Source: an optimization exercise on an open RTL-to-GDS flow (aim: a short achievable clock period and few clock cycles). Production flows keep margins and buffers that such runs may drop.
Only simulation tests tie the RTL to the original design; equivalence was not proved.
Power figures rest on the tool's default switching activity, not on a simulated workload.

[flow/config.mk]
export PLATFORM = sky130hd
export DESIGN_NAME = cpu_core
export DESIGN_NICKNAME = cpu_core
export VERILOG_FILES = /design/flow/design.v
export SDC_FILE = /design/flow/constraint.sdc
export NUM_CORES = 4
export LEC_CHECK = 0
export CAP_MARGIN = 20
export CORE_MARGIN = 2
export CORE_UTILIZATION = 40
export SETUP_SLACK_MARGIN = 1.0
export SLEW_MARGIN = 20
export TNS_END_PERCENT = 5
[flow/constraint.sdc]
create_clock -name core_clock -period 6.5 [get_ports {clk}]
set_input_delay 1.3000 -clock core_clock [delete_from_list [all_inputs] [get_ports {clk}]]
set_output_delay 1.3000 -clock core_clock [all_outputs]
set_load 0.01 [all_outputs]
[flow/design.v]
package cpu_pkg;
    localparam int data_w     = 8;     
    localparam int reg_addr_w = 2;     
    localparam int opcode_w   = 4;
    localparam int mem_depth  = 256;   
    localparam logic [opcode_w-1:0] op_nop = 4'd0;
    localparam logic [opcode_w-1:0] op_mov = 4'd1;    
    localparam logic [opcode_w-1:0] op_add = 4'd2;    
    localparam logic [opcode_w-1:0] op_sub = 4'd3;    
    localparam logic [opcode_w-1:0] op_and = 4'd4;    
    localparam logic [opcode_w-1:0] op_or  = 4'd5;    
    localparam logic [opcode_w-1:0] op_out = 4'd7;    
    localparam logic [opcode_w-1:0] op_in  = 4'd8;    
    localparam logic [opcode_w-1:0] op_jz  = 4'd9;    
    localparam logic [opcode_w-1:0] op_jmp = 4'd10;   
    localparam logic [opcode_w-1:0] op_ldm = 4'd11;   
    localparam logic [opcode_w-1:0] op_ldd = 4'd12;   
    localparam logic [opcode_w-1:0] op_std = 4'd13;   
    localparam logic [1:0] wb_sel_alu = 2'd0;
    localparam logic [1:0] wb_sel_mem = 2'd1;
    localparam logic [1:0] fwd_none  = 2'd0;
    localparam logic [1:0] fwd_exmem = 2'd1;
    localparam logic [1:0] fwd_memwb = 2'd2;
    typedef struct packed {
        logic [opcode_w-1:0]   opcode;
        logic [reg_addr_w-1:0] ra;
        logic [reg_addr_w-1:0] rb;
    } instr_fields_t;
    typedef union packed {
        instr_fields_t     fields;
        logic [data_w-1:0] imm;
    } instr_word_t;
endpackage
module rd_eo (
    input  logic [255:0][7:0] m,
    input  logic [3:0]        oh,
    input  logic [7:0]        ol,
    input  logic [3:0]        eh,
    input  logic [7:0]        el,
    output logic [7:0][7:0]   y
);
    logic [31:0] wo, we;
    always_comb begin
        wo = '0;
        we = '0;
        for (int i = 0; i < 32; i++) begin
            wo = wo | ({32{oh[i / 8] & ol[i % 8]}} &
                       {m[8*i+7], m[8*i+6], m[8*i+5], m[8*i+4]});
            we = we | ({32{eh[i / 8] & el[i % 8]}} &
                       {m[8*i+3], m[8*i+2], m[8*i+1], m[8*i]});
        end
    end
    assign y = {wo, we};
endmodule
import cpu_pkg::*;
module cpu_core (
    input  logic              clk,
    input  logic              rst_n,
    input  logic              load_en,
    input  logic [data_w-1:0] load_addr,
    input  logic [data_w-1:0] load_data,
    input  logic [data_w-1:0] in_port,
    output logic              in_rd,
    output logic [data_w-1:0] out_port,
    output logic              out_valid
);
    function automatic logic f_l(input logic [7:0] c);    
        f_l = c[7:4] == op_ldm;
    endfunction
    function automatic logic f_br(input logic [7:0] c);
        f_br = c[7:4] == op_jz || c[7:4] == op_jmp;
    endfunction
    function automatic logic f_alu(input logic [7:0] c);
        f_alu = c[7:4] == op_add || c[7:4] == op_sub || c[7:4] == op_and || c[7:4] == op_or;
    endfunction
    function automatic logic f_wr(input logic [7:0] c);   
        f_wr = c[7:4] == op_mov || f_alu(c) || c[7:4] == op_in || c[7:4] == op_ldd;
    endfunction
    function automatic logic f_rda(input logic [7:0] c);
        f_rda = f_alu(c) || c[7:4] == op_std;
    endfunction
    function automatic logic f_rdb(input logic [7:0] c);
        f_rdb = c[7:4] == op_mov || f_alu(c) || c[7:4] == op_out || f_br(c) ||
                c[7:4] == op_ldd || c[7:4] == op_std;
    endfunction
    function automatic logic f_conf(input logic [7:0] x, input logic [7:0] y,
                                    input logic ov, input logic [1:0] ovr);
        logic hit;
        hit = f_wr(x) && !(ov && ovr == x[3:2]);
        f_conf = (hit && f_rda(y) && y[3:2] == x[3:2]) ||
                 (hit && f_rdb(y) && y[1:0] == x[3:2]) ||
                 (y[7:4] == op_jz && f_alu(x)) ||
                 (x[7:4] == op_std && (y[7:4] == op_std || y[7:4] == op_ldd)) ||
                 (x[7:4] == op_ldd && y[7:4] == op_ldd) ||
                 (x[7:4] == op_in  && y[7:4] == op_in) ||
                 (x[7:4] == op_out && y[7:4] == op_out);
    endfunction
    logic [255:0][7:0] mem;
    logic [3:0][7:0]   r;
    logic [7:0]        pc;
    logic [7:0]        w0, w1, w2, w3;
    logic              redir;    
    logic              z;
    logic [7:0]        out_q;
    logic [3:0][7:0] sq, tt;
    logic [7:0]      ta;
    logic [7:0][7:0] sqb;
    logic [7:0]      pa;
    logic [4:0]      sqo, sqe;
    assign pa  = pc + 8'd4;
    assign sqo = pa[7:3];
    assign sqe = pa[7:3] + 5'(pa[2]);
    rd_eo u_sq (.m(mem), .oh(4'(1) << sqo[4:3]), .ol(8'(1) << sqo[2:0]),
                .eh(4'(1) << sqe[4:3]), .el(8'(1) << sqe[2:0]), .y(sqb));
    logic       tsel;
    logic [5:0] tsrc;                       
    logic [5:0][7:0] tcand;
    assign tsel  = redir || l0;
    assign tcand = {w2, w1, r[3], r[2], r[1], r[0]};
    always_comb begin
        tsrc = '0;
        if (ldreg) tsrc[ldrb] = 1'b1;
        else if (tsel) tsrc[4] = 1'b1;
        else tsrc[5] = 1'b1;
    end
    logic [3:0]      toh, teh;
    logic [7:0]      tol, tel;
    logic [7:0][7:0] tb;
    logic [5:0][3:0] coh, ceh;
    logic [5:0][7:0] col, cel;
    for (genvar s = 0; s < 6; s++) begin : g_tc
        logic [4:0] eidx;
        assign eidx   = tcand[s][7:3] + 5'(tcand[s][2]);
        assign coh[s] = {4{tsrc[s]}} & (4'd1 << tcand[s][7:6]);
        assign col[s] = {8{tsrc[s]}} & (8'd1 << tcand[s][5:3]);
        assign ceh[s] = {4{tsrc[s]}} & (4'd1 << eidx[4:3]);
        assign cel[s] = {8{tsrc[s]}} & (8'd1 << eidx[2:0]);
    end
    always_comb begin
        toh = '0;
        tol = '0;
        teh = '0;
        tel = '0;
        for (int s = 0; s < 6; s++) begin
            toh = toh | coh[s];
            tol = tol | col[s];
            teh = teh | ceh[s];
            tel = tel | cel[s];
        end
        ta = ({8{tsrc[0]}} & r[0]) | ({8{tsrc[1]}} & r[1]) | ({8{tsrc[2]}} & r[2]) |
             ({8{tsrc[3]}} & r[3]) | ({8{tsrc[4]}} & w1) | ({8{tsrc[5]}} & w2);
    end
    rd_eo u_t (.m(mem), .oh(toh), .ol(tol), .eh(teh), .el(tel), .y(tb));
    for (genvar j = 0; j < 4; j++) begin : g_tt
        logic [2:0] bj;
        assign bj    = ta[2:0] + 3'(j);
        assign tt[j] = tb[bj];
    end
    logic [7:0] c0, c1, c2;        
    logic [7:0] i0, i1, i2;        
    logic       l0, l1, l2;
    logic       fits2, ok2;
    logic       inc0, inc1, inc2;
    assign c0 = w0;
    assign l0 = f_l(c0);
    assign i0 = w1;
    assign c1 = l0 ? w2 : w1;
    assign i1 = l0 ? w3 : w2;
    assign l1 = f_l(c1);
    assign c2 = (!l0 && !l1) ? w2 : w3;
    assign i2 = w3;
    assign l2 = f_l(c2);
    assign fits2 = !(l0 && l1) && ((!l0 && !l1) || !l2);
    always_comb begin
        if (!l0 && !l1)     ok2 = l2;                               
        else if (!l0 && l1) ok2 = !f_conf(c0, c2, 1'b1, c1[3:2]);   
        else                ok2 = !f_conf(c1, c2, 1'b0, 2'd0);      
    end
    assign inc0 = !redir;
    assign inc1 = inc0 && c0[7:4] != op_jmp && !(f_br(c0) && f_br(c1)) &&
                  !(f_br(c0) && c1[7:4] == op_ldd) && !(c0[7:4] == op_ldd && f_br(c1)) &&
                  !(c1[7:4] == op_ldd && !fb1) &&
                  !(!l0 && !l1 && f_conf(c0, c1, 1'b0, 2'd0));
    assign inc2 = inc1 && fits2 && c1[7:4] != op_jmp && ok2 && c2[7:4] != op_in &&
                  !(f_br(c2) && (f_br(c0) || f_br(c1))) &&
                  !(f_br(c2) && (c0[7:4] == op_ldd || c1[7:4] == op_ldd)) &&
                  !(c2[7:4] == op_ldd && (f_br(c0) || f_br(c1))) &&
                  !(c2[7:4] == op_ldd && !fb2);
    logic e0, e1, e2;
    assign e0 = inc0;
    assign e1 = inc1 && !(c0[7:4] == op_jz && z);
    assign e2 = inc2 && !((c0[7:4] == op_jz || c1[7:4] == op_jz) && z);
    logic [7:0] a0v, b0v, a1v, b1v, a2v, b2v;
    assign a0v = r[c0[3:2]];
    assign b0v = r[c0[1:0]];
    assign a1v = (l0 && c0[3:2] == c1[3:2]) ? w1 : r[c1[3:2]];
    assign b1v = (l0 && c0[3:2] == c1[1:0]) ? w1 : r[c1[1:0]];
    assign a2v = (l1 && c1[3:2] == c2[3:2]) ? w2 :
                 (l0 && c0[3:2] == c2[3:2]) ? w1 : r[c2[3:2]];
    assign b2v = (l1 && c1[3:2] == c2[1:0]) ? w2 :
                 (l0 && c0[3:2] == c2[1:0]) ? w1 : r[c2[1:0]];
    logic fb1_t1, fb2_t1, fb2_t2, fb1, fb2;
    assign fb1_t1 = l0 && c0[3:2] == c1[1:0];
    assign fb2_t2 = l1 && c1[3:2] == c2[1:0];
    assign fb2_t1 = !fb2_t2 && l0 && c0[3:2] == c2[1:0];
    assign fb1    = fb1_t1;              
    assign fb2    = fb2_t1 || fb2_t2;
    logic [1:0] ldrb;
    logic ldreg;
    assign ldrb  = c0[1:0];
    assign ldreg = !redir && c0[7:4] == op_ldd;
    function automatic logic [7:0] f_alu_res(input logic [7:0] c, input logic [7:0] a,
                                             input logic [7:0] b);
        case (c[5:4])
            2'd2:    f_alu_res = a + b;    
            2'd3:    f_alu_res = a - b;    
            2'd0:    f_alu_res = a & b;    
            default: f_alu_res = a | b;    
        endcase
    endfunction
    logic [7:0] alu0, alu1, alu2;
    assign alu0 = f_alu_res(c0, a0v, b0v);
    assign alu1 = f_alu_res(c1, a1v, b1v);
    assign alu2 = f_alu_res(c2, a2v, b2v);
    logic we0, we1, we2;
    assign we0 = e0 && (l0 || f_wr(c0));
    assign we1 = e1 && (l1 || f_wr(c1));
    assign we2 = e2 && (l2 || f_wr(c2));
    logic [3:0][7:0] r_n;
    always_comb begin
        for (int k = 0; k < 4; k++) begin
            logic f0, f1, f2;        
            logic       sl;
            f2 = we2 && c2[3:2] == 2'(k);
            f1 = we1 && c1[3:2] == 2'(k) && !f2;
            f0 = we0 && c0[3:2] == 2'(k) && !f1 && !f2;
            sl = (f0 && c0[7:4] == op_ldd) || (f1 && c1[7:4] == op_ldd) ||
                 (f2 && c2[7:4] == op_ldd);
            r_n[k] = ({8{!f0 && !f1 && !f2}} & r[k]) |
                     ({8{f0 && l0}} & i0) | ({8{f1 && l1}} & i1) | ({8{f2 && l2}} & i2) |
                     ({8{(f0 && c0[7:4] == op_in) || (f1 && c1[7:4] == op_in)}} & in_port) |
                     ({8{f0 && c0[7:4] == op_mov}} & b0v) |
                     ({8{f1 && c1[7:4] == op_mov}} & b1v) |
                     ({8{f2 && c2[7:4] == op_mov}} & b2v) |
                     ({8{f0 && f_alu(c0)}} & alu0) |
                     ({8{f1 && f_alu(c1)}} & alu1) |
                     ({8{f2 && f_alu(c2)}} & alu2);
            r_n[k] = r_n[k] | ({8{sl}} & tt[0]);
        end
    end
    logic z_n;
    always_comb begin
        z_n = z;
        if (e0 && f_alu(c0)) z_n = alu0 == 8'd0;
        if (e1 && f_alu(c1)) z_n = alu1 == 8'd0;
        if (e2 && f_alu(c2)) z_n = alu2 == 8'd0;
    end
    logic st0, st1, st2, st_en, sp0, sp1;
    logic [7:0] sa, sd;
    assign sp0   = c0[7:4] == op_std;
    assign sp1   = c1[7:4] == op_std;
    assign st0   = e0 && sp0;
    assign st1   = e1 && sp1;
    assign st2   = e2 && c2[7:4] == op_std;
    assign st_en = st0 || st1 || st2;
    assign sa    = sp0 ? b0v : sp1 ? b1v : b2v;
    logic [5:0]  ss;
    logic [15:0] sah, sal;
    always_comb begin
        logic [1:0] rb;
        ss = '0;
        if (sp0) begin
            rb = c0[1:0];
            ss[rb] = 1'b1;
        end else if (sp1) begin
            rb = c1[1:0];
            if (l0 && c0[3:2] == rb) ss[4] = 1'b1;
            else                     ss[rb] = 1'b1;
        end else begin
            rb = c2[1:0];
            if (l1 && c1[3:2] == rb)      ss[5] = 1'b1;
            else if (l0 && c0[3:2] == rb) ss[4] = 1'b1;
            else                          ss[rb] = 1'b1;
        end
        sah = '0;
        sal = '0;
        sah = sah | ({16{ss[0]}} & (16'd1 << r[0][7:4]));
        sal = sal | ({16{ss[0]}} & (16'd1 << r[0][3:0]));
        sah = sah | ({16{ss[1]}} & (16'd1 << r[1][7:4]));
        sal = sal | ({16{ss[1]}} & (16'd1 << r[1][3:0]));
        sah = sah | ({16{ss[2]}} & (16'd1 << r[2][7:4]));
        sal = sal | ({16{ss[2]}} & (16'd1 << r[2][3:0]));
        sah = sah | ({16{ss[3]}} & (16'd1 << r[3][7:4]));
        sal = sal | ({16{ss[3]}} & (16'd1 << r[3][3:0]));
        sah = sah | ({16{ss[4]}} & (16'd1 << w1[7:4])) | ({16{ss[5]}} & (16'd1 << w2[7:4]));
        sal = sal | ({16{ss[4]}} & (16'd1 << w1[3:0])) | ({16{ss[5]}} & (16'd1 << w2[3:0]));
    end
    function automatic logic f_hit(input logic [15:0] h, input logic [15:0] l,
                                   input logic [7:0] a);
        f_hit = h[a[7:4]] && l[a[3:0]];
    endfunction
    assign sd    = sp0 ? a0v : sp1 ? a1v : a2v;
    logic o0, o1, o2;
    assign o0 = e0 && c0[7:4] == op_out;
    assign o1 = e1 && c1[7:4] == op_out;
    assign o2 = e2 && c2[7:4] == op_out;
    logic       ov_en, ov_q;
    logic [7:0] ov;
    assign ov_en = o0 || o1 || o2;
    assign ov    = o0 ? b0v : o1 ? b1v : b2v;
    assign out_valid = ov_q;
    assign out_port  = out_q;
    assign in_rd = !redir && (w0[7:4] == op_in ||
                              (!l0 && w0[7:4] != op_jmp && !(w0[7:4] == op_jz && z) &&
                               w1[7:4] == op_in) ||
                              (l0 && w2[7:4] == op_in));
    function automatic logic f_tk(input logic [7:0] c, input logic zf);
        f_tk = c[7:4] == op_jmp || (c[7:4] == op_jz && zf);
    endfunction
    logic tk0, tk1, tk2, use_t, use_rg;
    logic [7:0] rtgt;
    assign tk0 = inc0 && f_tk(c0, z);
    assign tk1 = inc1 && f_tk(c1, z);
    assign tk2 = inc2 && f_tk(c2, z);
    assign use_t  = (tk1 && fb1) || (tk2 && fb2);
    assign use_rg = (tk0 || tk1 || tk2) && !use_t;
    assign rtgt   = tk0 ? b0v : tk1 ? b1v : b2v;
    logic [4:1] ln;
    logic [2:0] len;
    always_comb begin
        ln = '0;
        case ({l0, inc1, l1, inc2, l2})
            5'b00000, 5'b00001, 5'b00010, 5'b00011,
            5'b00100, 5'b00101, 5'b00110, 5'b00111: ln[1] = 1'b1;   
            5'b10000, 5'b10001, 5'b10010, 5'b10011,
            5'b10100, 5'b10101, 5'b10110, 5'b10111: ln[2] = 1'b1;   
            5'b01000, 5'b01001:                     ln[2] = 1'b1;   
            5'b01010:                               ln[3] = 1'b1;   
            5'b01011:                               ln[4] = 1'b1;   
            5'b01100, 5'b01101:                     ln[3] = 1'b1;   
            5'b01110:                               ln[4] = 1'b1;   
            5'b11000, 5'b11001:                     ln[3] = 1'b1;   
            5'b11010:                               ln[4] = 1'b1;   
            default:                                ln[4] = 1'b1;   
        endcase
        len = ln[1] ? 3'd1 : ln[2] ? 3'd2 : ln[3] ? 3'd3 : 3'd4;
    end
    logic [3:0][7:0]  wn;
    logic [7:0]       pc_n;
    logic             redir_n, s_t, s_sq;
    logic [7:0]       pcd;
    logic [7:0][7:0]  sqf;
    assign s_t  = redir || use_t;
    assign s_sq = !s_t;
    assign pcd  = 8'(1) << pc[2:0];
    assign redir_n = !redir && use_rg;
    assign pc_n = s_t ? ta : pc + 8'(len);
    always_comb begin
        for (int q = 0; q < 8; q++)
            sqf[q] = (st_en && f_hit(sah, sal, (q < 4) ? {sqe, 3'(q)} : {sqo, 3'(q)})) ? sd : sqb[q];
    end
    logic [3:0][7:0] wcur;
    assign wcur = {w3, w2, w1, w0};
    always_comb begin
        for (int j = 0; j < 4; j++) begin
            logic ft;
            ft = st_en && (tsel ? f_hit(sah, sal, w1 + 8'(j)) : f_hit(sah, sal, w2 + 8'(j)));
            wn[j] = ({8{s_t && ft}} & sd) | ({8{s_t && !ft}} & tt[j]);
            for (int m = 1; m <= 4; m++) begin
                if (j + m < 4)
                    wn[j] = wn[j] | ({8{s_sq && ln[m]}} & wcur[j + m]);
            end
            for (int q = 0; q < 8; q++) begin
                logic hit;
                hit = 1'b0;
                for (int m = 1; m <= 4; m++) begin
                    if (j + m >= 4)
                        hit = hit | (ln[m] & pcd[(q - m - j + 16) % 8]);
                end
                wn[j] = wn[j] | ({8{s_sq && hit}} & sqf[q]);
            end
        end
        if (use_rg && !redir) wn[1] = rtgt;
    end
    always_ff @(posedge clk or negedge rst_n) begin
        if (!rst_n) begin
            redir <= 1'b1;
            pc    <= '0;
            w1    <= '0;
            r     <= '0;
            z     <= 1'b0;
            out_q <= '0;
            ov_q  <= 1'b0;
        end else begin
            ov_q  <= ov_en;
            redir <= redir_n;
            pc    <= pc_n;
            w1    <= wn[1];
            r     <= r_n;
            z     <= z_n;
            if (ov_en) out_q <= ov;
        end
    end
    always_ff @(posedge clk) begin
        w0 <= wn[0];
        w2 <= wn[2];
        w3 <= wn[3];
    end
    for (genvar k = 0; k < 256; k++) begin : g_mem
        always_ff @(posedge clk) begin
            if (load_en) begin
                if (load_addr == 8'(k)) mem[k] <= load_data;
            end else if (st_en && sah[k / 16] && sal[k % 16]) begin
                mem[k] <= sd;
            end
        end
    end
endmodule
[flow/run.sh]
#!/bin/bash
# synth_recipe.tcl (not shown) runs the flow's synth.tcl, then flattens the netlist and writes it again
# the make line also repeats each setting of config.mk as NAME=value (left out here)
make -C /OpenROAD-flow-scripts/flow DESIGN_CONFIG=/design/flow/config.mk WORK_HOME=/design/flow/orfs CLKGATE_MAP_FILE= SYNTH_SCRIPT=/design/flow/synth_recipe.tcl finish
==> impl_metrics.yaml, run 1 <==
outcome:
  status: "no timing/DRC/antenna violations"
clock_network:
  clock_sinks: 2131
  cts_htree_levels: 4
  clk_pin_slew_worst_paths_ns: 0.06
  root_buffer: "clkbuf_16"
  cts_made_buffers: 231
  cts_tree: "yes"
  insertion_delay_ns: 1.00
  cts_buffer_depth: 4
  hold_buffers: 0
placed_design:
  portBuffers: 36
  dp_cells: 13606
  globalplace.congestion: 1.10
  dp_hpwl_mm: 522
  postPlaceCellArea_um2: 128000
hold_path:
  hold_class: "input pin to asynchronous set/reset pin"
drt:
  drt_iter0_markers: 25293
  drc: 0
  firstDrtPassIters: 13
  ant_nets: 0
  wire_per_inst_um: 52.8
  via_per_inst: 8.00
  drt_wl_total_mm: 750
  vias: 113714
synthesis:
  synth-main-ff-cell: "edfxtp_1"
  ys_types: 125
  synth.top_cell.area_share_pct: 54.8
  yosys-top-cells-count: "edfxtp_1, a22oi_1, clkbuf_1"
  syn-num-nets: 9391
  async_flop_share_pct: 2.77
  ys_seq_area_share_pct: 56.6
  ys_seq_elements: 2131
  synth_edf_count: 2048
  syn_inst: 9279
  synth_most_common_cell: "edfxtp_1"
  synth_area_per_cell_um2: 12.1
  yosys_warnings: 2
  netlist_area_um2: 112000
  yosys.area.top_type: "edfxtp_1"
  synth.area.top_cells: "edfxtp_1, a22oi_1, a22o_1"
layout:
  fillers: 24660
  fin_nets: 10332
  layout-drive-gt1-share_pct: 24.2
  final_area_um2: 138000
  area_delta_synth_final_pct: 23.3
  stdcell_count: 14210
sta:
  skew_ns: 0.0980
  fmax_mhz: 171
  tightest_slew_ns: 1.33
  period_share_pct: 89.9
  slew_violations: 0
  period_minus_slack_ns: 5.84
  slew_headroom_pct: 11.2
  rsz0062_at_grt: "yes"
  hold_violations: 0
  setup_viol: 0
global_routing:
  antenna_found_initial: 86
  grt-ovfl-total: 0
  grt_pass1_vias: 104188
  grt_start_max_net_pins: 139
  globalRouteTotalUtil_pct: 50.5
  grt_pass1_wl_mm: 971
die:
  chipWidth_um: 534
  io_pins: 37
  row_count: 194
  die_h_um: 534
  dieArea_um2: 285000
  coreArea_um2: 279000
  start_util_pct: 40.2
setup_path:
  cp_max_fo: 33
  worstPathCellList: "buf_4 > buf_12 > clkinvlp_4 > buf_4 > nor3_1 > o21a_4 > buf_4 > a22oi_1 > nand4_1 > or4_1 > buf_4 > mux2i_1 > mux2i_2 > mux2i_2 > buf_4 > buf_4 > o211ai_1 > buf_4"
  crit_top_cell: "buf_4"
  path_class: "flop to flop"
  crit_arrival_ns: 6.68
  cp-end-kind: "flop"
  cp_data_required_time_ns: 7.34
  crit_path_start_kind: "flop"
  cpPeakStageDelay_ns: 0.79
  cpMaxStageDelayCell: "nor3_1"
run:
  drv_cap: 0
power:
  ir_drop_mv: 0.417
  p_leak_nw: 45.9
  p_total_w: 0.0999
  p_per_area_nw_per_um2: 722
-- sequential cells by signal, indices dropped and copies added, names as in the netlist --
signal and flops:
ov_q 1, mem 2048, z 1, w2 8, w3 8, pc 8
redir 1, w1 8, w0 8, out_q 8, r 32
-- cell usage in the layout (no fill, tap or decap), drive strengths merged, types with 31 or more instances in the layout --
cell	netlist	layout
a211oi	38	38
a21oi	227	227
a221o	110	110
a221oi	337	337
a222oi	37	37
a22o	415	415
a22oi	1414	1414
a31oi	46	46
and2	58	58
and3	45	45
buf	198	1462
bufinv	0	31
clkbuf	591	264
clkdlybuf4s50	0	34
clkinv	4	105
dfrtp	58	58
diode	0	69
edfxtp	2048	2048
ha	81	81
inv	86	91
mux2	60	60
mux2i	192	192
mux4	85	85
nand2	468	468
nand2b	81	81
nand3	269	269
nand4	310	310
nor2	403	403
nor2b	70	70
nor3	175	175
nor4	105	105
o2111ai	43	43
o211ai	88	88
o21a	41	41
o21ai	139	139
o22ai	324	324
or3	49	49
or4	43	43
xnor2	81	81
xor2	50	50
-- per-layer routing --
layer	share of wire, %	global-route usage [%]
met4	9.8	38.0
met5	0.13	0.300
met3	17	25.6
met1	34	61.2
met2	39	67.9
-- cells by family (layout without fill, tap and decap cells) --
family	count (synthesis)	count (layout)	synth area share [%]
adder cells (fa/ha/maj)	102	102	1.13
XOR/XNOR	131	131	1.03
multiplexers	337	337	4.05
other	0	69	0
AO/OA/AOI/OAI	3508	3508	24.0
flip-flops	2131	2131	56.6
AND/OR/NAND/NOR	2191	2191	10.1
buffers and inverters	879	2017	3.13
-- worst paths after layout --
path,slack (ns),cells past startpoint,endpoint,from
hold reg to reg,0.59,2,out_q[2]$_DFFE_PN0P_,out_q[2]$_DFFE_PN0P_
max in group asynchronous,4.84,2,w1[3]$_DFF_PN0_,rst_n
min in group core_clock,0.59,2,out_q[2]$_DFFE_PN0P_,out_q[2]$_DFFE_PN0P_
hold / removal,0.35,1,out_q[1]$_DFFE_PN0P_,rst_n
setup reg to reg,0.66,18,r[10]$_DFF_PN0_,w1[3]$_DFF_PN0_
setup / recovery,0.66,18,r[10]$_DFF_PN0_,w1[3]$_DFF_PN0_
-- worst max-delay path: cells and delay by family, from the launching register on --
family,cells,cell delay (ns)
AND/OR/NAND/NOR,3,1.06
multiplexers,3,0.70
flip-flops,1,0.59
AO/OA/AOI/OAI,3,0.87
buffers and inverters,9,2.44
-- through the flow --
stage	worst slack [ns]	hold WS, ns	TNS [ns]	utilization [%]
after floorplan	0.740	0.605	0	-
after global placement	-0.375	0.571	-4.35	45.7
after detailed placement	-0.192	0.573	-1.04	45.7
after CTS	0.954	0.350	0	49.1
after global routing	0.756	0.394	0	49.5
final	0.658	0.348	0	49.6
-- area by class of cell --
class / instances / area (um^2) / share of cell area, %
Timing Repair Buffer: 1497 / 14000 / 10.1
Tap cell: 3724 / 4660 / 3.37
Sequential cell: 2131 / 63500 / 45.9
Antenna cell: 69 / 173 / 0.125
Clock inverter: 167 / 1860 / 1.34
Inverter: 90 / 353 / 0.255
Multi-Input combinational cell: 6269 / 47900 / 34.6
Clock buffer: 263 / 5920 / 4.28
-- repair_timing --
action / 4_1_cts / 5_1_grt
gates cloned: 0 / 1
pin swaps: 47 / 46
endpoints found under the setup margin: 814 / 86
buffers inserted: 59 / 45
gates resized for setup: 249 / 140
-- report_power, final --
group | leakage [nW] | switching, W | total, W | internal (W)
sequential | 19.5 | 0.000717 | 0.0176 | 0.0168
clock | 3.73 | 0.00616 | 0.0140 | 0.00781
combinational | 22.6 | 0.0468 | 0.0684 | 0.0216
total | 45.9 | 0.0537 | 0.0999 | 0.0462
Testbench counts, summed over its fixed seeds: cycles 11,708.
==> inputs of run 2 (changes only) <==
--- a/flow/design.v
+++ b/flow/design.v
@@ -35,19 +35,19 @@
     input  logic [255:0][7:0] m,
     input  logic [3:0]        oh,
     input  logic [7:0]        ol,
-    input  logic [3:0]        eh,
-    input  logic [7:0]        el,
+    input  logic              a2,
     output logic [7:0][7:0]   y
 );
+    logic [31:0] so, se;
     logic [31:0] wo, we;
     always_comb begin
+        for (int i = 0; i < 32; i++) so[i] = oh[i / 8] & ol[i % 8];
+        for (int i = 0; i < 32; i++) se[i] = a2 ? so[(i + 31) % 32] : so[i];
         wo = '0;
         we = '0;
         for (int i = 0; i < 32; i++) begin
-            wo = wo | ({32{oh[i / 8] & ol[i % 8]}} &
-                       {m[8*i+7], m[8*i+6], m[8*i+5], m[8*i+4]});
-            we = we | ({32{eh[i / 8] & el[i % 8]}} &
-                       {m[8*i+3], m[8*i+2], m[8*i+1], m[8*i]});
+            wo = wo | ({32{so[i]}} & {m[8*i+7], m[8*i+6], m[8*i+5], m[8*i+4]});
+            we = we | ({32{se[i]}} & {m[8*i+3], m[8*i+2], m[8*i+1], m[8*i]});
         end
     end
     assign y = {wo, we};
@@ -99,7 +99,9 @@
     logic [3:0][7:0]   r;
     logic [7:0]        pc;
     logic [7:0]        w0, w1, w2, w3;
-    logic              redir;    
+    logic              ready;    
+    logic              redir;
+    assign redir = !ready;
     logic              z;
     logic [7:0]        out_q;
     logic [3:0][7:0] sq, tt;
@@ -107,11 +109,9 @@
     logic [7:0][7:0] sqb;
     logic [7:0]      pa;
     logic [4:0]      sqo, sqe;
-    assign pa  = pc + 8'd4;
     assign sqo = pa[7:3];
     assign sqe = pa[7:3] + 5'(pa[2]);
-    rd_eo u_sq (.m(mem), .oh(4'(1) << sqo[4:3]), .ol(8'(1) << sqo[2:0]),
-                .eh(4'(1) << sqe[4:3]), .el(8'(1) << sqe[2:0]), .y(sqb));
+    rd_eo u_sq (.m(mem), .oh(4'(1) << pa[7:6]), .ol(8'(1) << pa[5:3]), .a2(pa[2]), .y(sqb));
     logic       tsel;
     logic [5:0] tsrc;                       
     logic [5:0][7:0] tcand;
@@ -123,38 +123,36 @@
         else if (tsel) tsrc[4] = 1'b1;
         else tsrc[5] = 1'b1;
     end
-    logic [3:0]      toh, teh;
-    logic [7:0]      tol, tel;
+    logic [3:0]      toh;
+    logic [7:0]      tol, tlo;
+    logic            ta2;
     logic [7:0][7:0] tb;
-    logic [5:0][3:0] coh, ceh;
-    logic [5:0][7:0] col, cel;
+    logic [5:0][3:0] coh;
+    logic [5:0][7:0] col, clo;
     for (genvar s = 0; s < 6; s++) begin : g_tc
-        logic [4:0] eidx;
-        assign eidx   = tcand[s][7:3] + 5'(tcand[s][2]);
         assign coh[s] = {4{tsrc[s]}} & (4'd1 << tcand[s][7:6]);
         assign col[s] = {8{tsrc[s]}} & (8'd1 << tcand[s][5:3]);
-        assign ceh[s] = {4{tsrc[s]}} & (4'd1 << eidx[4:3]);
-        assign cel[s] = {8{tsrc[s]}} & (8'd1 << eidx[2:0]);
+        assign clo[s] = {8{tsrc[s]}} & (8'd1 << tcand[s][2:0]);
     end
     always_comb begin
         toh = '0;
         tol = '0;
-        teh = '0;
-        tel = '0;
+        tlo = '0;
         for (int s = 0; s < 6; s++) begin
             toh = toh | coh[s];
             tol = tol | col[s];
-            teh = teh | ceh[s];
-            tel = tel | cel[s];
+            tlo = tlo | clo[s];
         end
         ta = ({8{tsrc[0]}} & r[0]) | ({8{tsrc[1]}} & r[1]) | ({8{tsrc[2]}} & r[2]) |
              ({8{tsrc[3]}} & r[3]) | ({8{tsrc[4]}} & w1) | ({8{tsrc[5]}} & w2);
+        ta2 = |tlo[7:4];
     end
-    rd_eo u_t (.m(mem), .oh(toh), .ol(tol), .eh(teh), .el(tel), .y(tb));
-    for (genvar j = 0; j < 4; j++) begin : g_tt
-        logic [2:0] bj;
-        assign bj    = ta[2:0] + 3'(j);
-        assign tt[j] = tb[bj];
+    rd_eo u_t (.m(mem), .oh(toh), .ol(tol), .a2(ta2), .y(tb));
+    always_comb begin
+        for (int j = 0; j < 4; j++) begin
+            tt[j] = '0;
+            for (int q = 0; q < 8; q++) tt[j] = tt[j] | ({8{tlo[(q - j + 8) % 8]}} & tb[q]);
+        end
     end
     logic [7:0] c0, c1, c2;        
     logic [7:0] i0, i1, i2;        
@@ -384,8 +382,9 @@
     end
     always_ff @(posedge clk or negedge rst_n) begin
         if (!rst_n) begin
-            redir <= 1'b1;
+            ready <= 1'b0;
             pc    <= '0;
+            pa    <= 8'd4;
             w1    <= '0;
             r     <= '0;
             z     <= 1'b0;
@@ -393,8 +392,9 @@
             ov_q  <= 1'b0;
         end else begin
             ov_q  <= ov_en;
-            redir <= redir_n;
+            ready <= !redir_n;
             pc    <= pc_n;
+            pa    <= pc_n + 8'd4;
             w1    <= wn[1];
             r     <= r_n;
             z     <= z_n;
--- a/flow/config.mk
+++ b/flow/config.mk
@@ -8,6 +8,7 @@
 export CAP_MARGIN = 20
 export CORE_MARGIN = 2
 export CORE_UTILIZATION = 40
+export MIN_ROUTING_LAYER = met2
 export SETUP_SLACK_MARGIN = 1.0
 export SLEW_MARGIN = 20
 export TNS_END_PERCENT = 5
==> run 2 against run 1 <==
The flow now stops in global routing. Area after synthesis decreased by 0.97%. Synthesized cell count decreased by 1.4%.
==> impl_metrics.yaml, run 2 <==
synthesis:
  synth.area.top_cells: "edfxtp_1, a22oi_1, a221oi_1"
  synth-main-ff-cell: "edfxtp_1"
  synth_edf_count: 2048
  synth_most_common_cell: "edfxtp_1"
  yosys.area.top_type: "edfxtp_1"
  ys_seq_elements: 2137
  yosys-top-cells-count: "edfxtp_1, a22oi_1, nand2_1"
  synth_area_per_cell_um2: 12.1
  netlist_area_um2: 111000
  ys_types: 125
  async_flop_share_pct: 3.04
  syn-num-nets: 9247
  synth.top_cell.area_share_pct: 55.3
  yosys_warnings: 2
  ys_seq_area_share_pct: 57.2
  syn_inst: 9148
global_routing:
  grt_start_max_net_pins: 193
  grt_pass1_vias: 172867
  grt_pass1_wl_mm: 1190
  globalRouteTotalUtil_pct: 89.7
  grt-ovfl-total: 2093
die:
  io_pins: 37
  start_util_pct: 40.2
  die_h_um: 531
  row_count: 193
  chipWidth_um: 531
placed_design:
  dp_hpwl_mm: 521
  globalplace.congestion: 1.35
  portBuffers: 36
  postPlaceCellArea_um2: 127000
clock_network:
  clock_sinks: 2137
  cts_htree_levels: 4
  cts_made_buffers: 231
  root_buffer: "clkbuf_16"
  cts_buffer_depth: 4
  hold_buffers: 0
outcome:
  tool.error: "[ERROR GRT-0116] Global routing finished with congestion. Check the congestion regions in the DRC Viewer."
  status: "stopped before the end"
  stop_stage: "global routing"
## run 2: per-layer routing
layer / GRT usage [%] / overflow
met1: - / -
met2: 90.9 / 378
met3: 95.0 / 1178
met4: 79.3 / 300
met5: 84.9 / 237
## run 2: timing repair
item | 4_1_cts
setup buffers | 129
setup endpoints to repair | 1110
gates resized for setup | 375
pin swaps | 114
cloned | 5
## run 2: worst max path at each step
stage / to / cells after the start
2_1_floorplan: mem[1007]$_DFFE_PP_ / 15
3_3_place_gp: w1[7]$_DFF_PN0_ / 20
3_5_place_dp: w1[7]$_DFF_PN0_ / 21
4_1_cts: w2[6]$_DFF_P_ / 20
## run 2: kinds of logic after synthesis
group	share of synthesized area, %
compound gates	24.3
simple gates	9.89
flops	57.2
buf+inv	3.11
mux	3.68
xor+xnor	0.820
fa+ha+maj	0.982
## run 2: per-stage QoR
stage / worst slack (ns) / utilization [%] / cells
floorplan: 1.01 / - / 9148
global placement: -1.43 / 45.8 / 13548
detailed placement: -0.557 / 45.8 / 13551
CTS: 0.611 / 49.6 / 14112
## run 2: power groups by stage
stage	sequential (W)	combinational, W	clock, W
floorplan	0.0179	0.0202	0
global placement	0.0183	0.0483	0
detailed placement	0.0183	0.0482	0
CTS	0.0180	0.0510	0.0138
Testbench counts of run 2, summed over its fixed seeds: cycles 11,708.
==> inputs of run 3 (changes only) <==
--- a/flow/design.v
+++ b/flow/design.v
@@ -170,14 +170,15 @@
     assign l2 = f_l(c2);
     assign fits2 = !(l0 && l1) && ((!l0 && !l1) || !l2);
     always_comb begin
-        if (!l0 && !l1)     ok2 = l2;                               
+        if (!l0 && !l1)     ok2 = l2 || (!f_conf(c0, c2, 1'b0, 2'd0) &&   
+                                         !f_conf(c1, c2, 1'b0, 2'd0));
         else if (!l0 && l1) ok2 = !f_conf(c0, c2, 1'b1, c1[3:2]);   
         else                ok2 = !f_conf(c1, c2, 1'b0, 2'd0);      
     end
     assign inc0 = !redir;
     assign inc1 = inc0 && c0[7:4] != op_jmp && !(f_br(c0) && f_br(c1)) &&
                   !(f_br(c0) && c1[7:4] == op_ldd) && !(c0[7:4] == op_ldd && f_br(c1)) &&
-                  !(c1[7:4] == op_ldd && !fb1) &&
+                  !(c1[7:4] == op_ldd && !fb1 && l0) &&
                   !(!l0 && !l1 && f_conf(c0, c1, 1'b0, 2'd0));
     assign inc2 = inc1 && fits2 && c1[7:4] != op_jmp && ok2 && c2[7:4] != op_in &&
                   !(f_br(c2) && (f_br(c0) || f_br(c1))) &&
@@ -204,9 +205,10 @@
     assign fb1    = fb1_t1;              
     assign fb2    = fb2_t1 || fb2_t2;
     logic [1:0] ldrb;
-    logic ldreg;
-    assign ldrb  = c0[1:0];
-    assign ldreg = !redir && c0[7:4] == op_ldd;
+    logic ldreg, ldreg1;
+    assign ldreg1 = !redir && !l0 && c0[7:4] != op_ldd && !f_br(c0) && w1[7:4] == op_ldd;
+    assign ldrb   = ldreg1 ? w1[1:0] : c0[1:0];
+    assign ldreg  = (!redir && c0[7:4] == op_ldd) || ldreg1;
     function automatic logic [7:0] f_alu_res(input logic [7:0] c, input logic [7:0] a,
                                              input logic [7:0] b);
         case (c[5:4])
--- a/flow/config.mk
+++ b/flow/config.mk
@@ -9,6 +9,7 @@
 export CORE_MARGIN = 2
 export CORE_UTILIZATION = 40
 export MIN_ROUTING_LAYER = met2
+export PLACE_DENSITY = 0.5
 export SETUP_SLACK_MARGIN = 1.0
 export SLEW_MARGIN = 20
 export TNS_END_PERCENT = 5
==> run 3 against run 2 <==
The flow again stops in global routing. Area after synthesis rose by 0.54%. Synthesized cell count up 0.15%.
==> impl_metrics.yaml, run 3 <==
outcome:
  status: "stopped before the end"
  stop_stage: "global routing"
  tool.error: "[ERROR GRT-0116] Global routing finished with congestion. Check the congestion regions in the DRC Viewer."
synthesis:
  synth_xor_xnor_area_share_pct: 0.736
  synth_compound_area_share_pct: 24.3
  synth_area_per_cell_um2: 12.2
  synth.area.top_cells: "edfxtp_1, a22oi_1, a221oi_1"
  netlist_area_um2: 112000
  synthMuxAreaShare_pct: 4.43
  synth_most_common_cell: "edfxtp_1"
  synth.top_cell.area_share_pct: 55.0
  synth_top_family_by_area: "compound AO/OA/AOI/OAI gates"
  syn_inst: 9162
  ys_seq_area_share_pct: 56.9
  async_flop_share_pct: 3.04
  yosys-top-cells-count: "edfxtp_1, a22oi_1, clkbuf_1"
  ys_seq_elements: 2137
  yosys.area_share.simple_pct: 9.33
  synth_edf_count: 2048
  yosys_warnings: 2
  syn-num-nets: 9264
  synth_fa_ha_area_share_pct: 1.01
  synth-main-ff-cell: "edfxtp_1"
  ys_types: 123
  yosys.area.top_type: "edfxtp_1"
global_routing:
  grt-ovfl-total: 2530
  globalRouteTotalUtil_pct: 90.4
  grt_pass1_wl_mm: 1230
  grt_start_max_net_pins: 160
  grt_pass1_vias: 176378
die:
  die_h_um: 532
  start_util_pct: 40.1
  chipWidth_um: 532
  row_count: 194
  io_pins: 37
placed_design:
  dp_hpwl_mm: 534
  postPlaceCellArea_um2: 130000
  portBuffers: 36
  globalplace.congestion: 1.36
clock_network:
  cts_htree_levels: 4
  clock_sinks: 2137
  cts_buffer_depth: 4
  root_buffer: "clkbuf_16"
  cts_made_buffers: 230
run 3: cell types whose count changed after synthesis, sizes merged, moves of 21 or more:
cell and delta:
a22oi +160, a222oi -128, inv +21, o211ai +33, and2 +27, nand2 -166
and3 -34, nand3 +94, mux2i +36, buf +34, a31oi -22
run 3: metrics by stage:
stage               power (W)  setup WS (ns)  hold slack, ns  std cells  setup TNS [ns]
floorplan              0.0425          0.930           0.563       9162               0
global placement       0.0762         -0.703           0.530      13938          -24.70
detailed placement     0.0761         -0.558           0.535      13939          -19.79
CTS                    0.0920         0.0817           0.286      14453               0
run 3: worst min-delay path by stage:
stage	startpoint	end	slack, ns	cells past startpoint
detailed placement	out_q[5]$_DFFE_PN0P_	out_q[5]$_DFFE_PN0P_	0.53	2
CTS	rst_n	r[22]$_DFF_PN0_	0.29	1
floorplan	pc[7]$_DFF_PN0_	pc[7]$_DFF_PN0_	0.56	3
global placement	out_q[6]$_DFFE_PN0P_	out_q[6]$_DFFE_PN0P_	0.53	2
run 3: timing repair:
action	in CTS
resized for setup	251
endpoints found under the setup margin	592
buffers inserted	86
gates cloned	5
pin swaps	78
hold buffers	0
run 3: cell families after synthesis:
family | Yosys count
adder cells (fa/ha/maj) | 91
AND/OR/NAND/NOR | 2049
buffers and inverters | 890
XOR/XNOR | 93
flip-flops | 2137
multiplexers | 366
AO/OA/AOI/OAI | 3536
run 3: metal layers:
layer | GRT usage (%) | GRT overflow
met4 | 79.4 | 283
met1 | - | -
met5 | 85.7 | 269
met3 | 96.5 | 1671
met2 | 91.3 | 307
run 3: power by group through the flow:
stage	clock [W]	combinational (W)	sequential, W
3_5_place_dp	0	0.0572	0.0189
3_3_place_gp	0	0.0572	0.0189
4_1_cts	0.0135	0.0598	0.0187
2_1_floorplan	0	0.0239	0.0186
Testbench counts of run 3, summed over its fixed seeds: cycles 11,265.
==> inputs of run 4 (changes only) <==
--- a/flow/config.mk
+++ b/flow/config.mk
@@ -9,7 +9,6 @@
 export CORE_MARGIN = 2
 export CORE_UTILIZATION = 40
 export MIN_ROUTING_LAYER = met2
-export PLACE_DENSITY = 0.5
 export SETUP_SLACK_MARGIN = 1.0
 export SLEW_MARGIN = 20
 export TNS_END_PERCENT = 5
==> run 4 against run 3 <==
The run again fails in global routing. Synthesized cell count unchanged. Area after synthesis unchanged.
==> impl_metrics.yaml, run 4 <==
outcome:
  stop_stage: "global routing"
  tool.error: "[ERROR GRT-0116] Global routing finished with congestion. Check the congestion regions in the DRC Viewer."
  status: "stopped before the end"
synthesis:
  yosys.area.top_type: "edfxtp_1"
  syn_inst: 9162
  yosys-top-cells-count: "edfxtp_1, a22oi_1, clkbuf_1"
  synth_edf_count: 2048
  synth.area.top_cells: "edfxtp_1, a22oi_1, a221oi_1"
  synth_most_common_cell: "edfxtp_1"
  ys_seq_elements: 2137
  ys_seq_area_share_pct: 56.9
  ys_types: 123
  netlist_area_um2: 112000
  synth-main-ff-cell: "edfxtp_1"
  yosys_warnings: 2
  syn-num-nets: 9264
  async_flop_share_pct: 3.04
  synth.top_cell.area_share_pct: 55.0
  synth_area_per_cell_um2: 12.2
die:
  io_pins: 37
  chipWidth_um: 532
  start_util_pct: 40.1
  die_h_um: 532
  row_count: 194
placed_design:
  portBuffers: 36
  globalplace.congestion: 1.31
  dp_hpwl_mm: 544
  postPlaceCellArea_um2: 134000
clock_network:
  cts_htree_levels: 4
  hold_buffers: 0
  root_buffer: "clkbuf_16"
  cts_buffer_depth: 4
  clock_sinks: 2137
  cts_made_buffers: 234
global_routing:
  grt_start_max_net_pins: 129
  globalRouteTotalUtil_pct: 91.2
  grt-ovfl-total: 3311
  grt_pass1_vias: 177917
  grt_pass1_wl_mm: 1230
==> run 4: power by group through the flow <==
stage	combinational, W	clock (W)	sequential (W)
floorplan	0.0239	0	0.0186
detailed placement	0.0594	0	0.0188
CTS	0.0621	0.0143	0.0185
global placement	0.0595	0	0.0188
==> run 4: worst max-delay path by stage <==
| stage | endpoint | slack (ns) | depth (start not counted) |
|---|---|---|---|
| after CTS | r[5]$_DFF_PN0_ | 0.08 | 31 |
| after global placement | r[2]$_DFF_PN0_ | -0.69 | 27 |
| after detailed placement | r[18]$_DFF_PN0_ | -0.76 | 27 |
| after floorplan | w1[6]$_DFF_PN0_ | 0.93 | 25 |
==> run 4: metrics by stage <==
stage               std cells  setup slack, ns  power [W]
floorplan                9162            0.930     0.0425
global placement        14146           -0.695     0.0784
detailed placement      14146           -0.756     0.0783
CTS                     14669           0.0811     0.0949
==> run 4: cells by family after synthesis <==
group / after synthesis / synth area share (%)
compound gates: 3536 / 24.3
xor+xnor: 93 / 0.736
fa+ha+maj: 91 / 1.01
buf+inv: 890 / 3.24
flops: 2137 / 56.9
mux: 366 / 4.43
simple gates: 2049 / 9.33
==> run 4: timing repair <==
item,CTS
pin swaps,64
endpoints found under the hold margin,0
buffers inserted,85
gates cloned,8
setup endpoints to repair,559
gates resized for setup,253
==> run 4: metal layers <==
metal	global-route usage, %	overflow
met4	81.0	429
met3	97.1	1993
met2	91.8	522
met5	86.3	367
met1	-	-

[what the ideal ports hide]
The flow's constraints put no driver on any port. The routed layout listed below was extracted and timed again, unchanged, in two steps.
Step 1: set_driving_cell puts a clkbuf_16 on clk and a buf_2 on each other input, an assumption about the parent block.
Step 2 also shifts input and output timing later by t, the mid clock arrival at the registers, as if the neighbouring blocks saw the same clock.
a / b / c = ideal ports / drivers / drivers and shift; a / b = the first two.
run: run 1
t (ns): 1.063
slack for setup (ns): 0.658 / 0.658 / 0.658
worst setup path at the end: register to register
worst register clock-pin slew, ns: 0.07 / 0.07
pins driven straight from the clock port: 1
After both steps run 1 still meets setup and hold. For run 1, drivers alone change the setup slack by 0.000 ns; drivers and shift together by 0.000 ns.
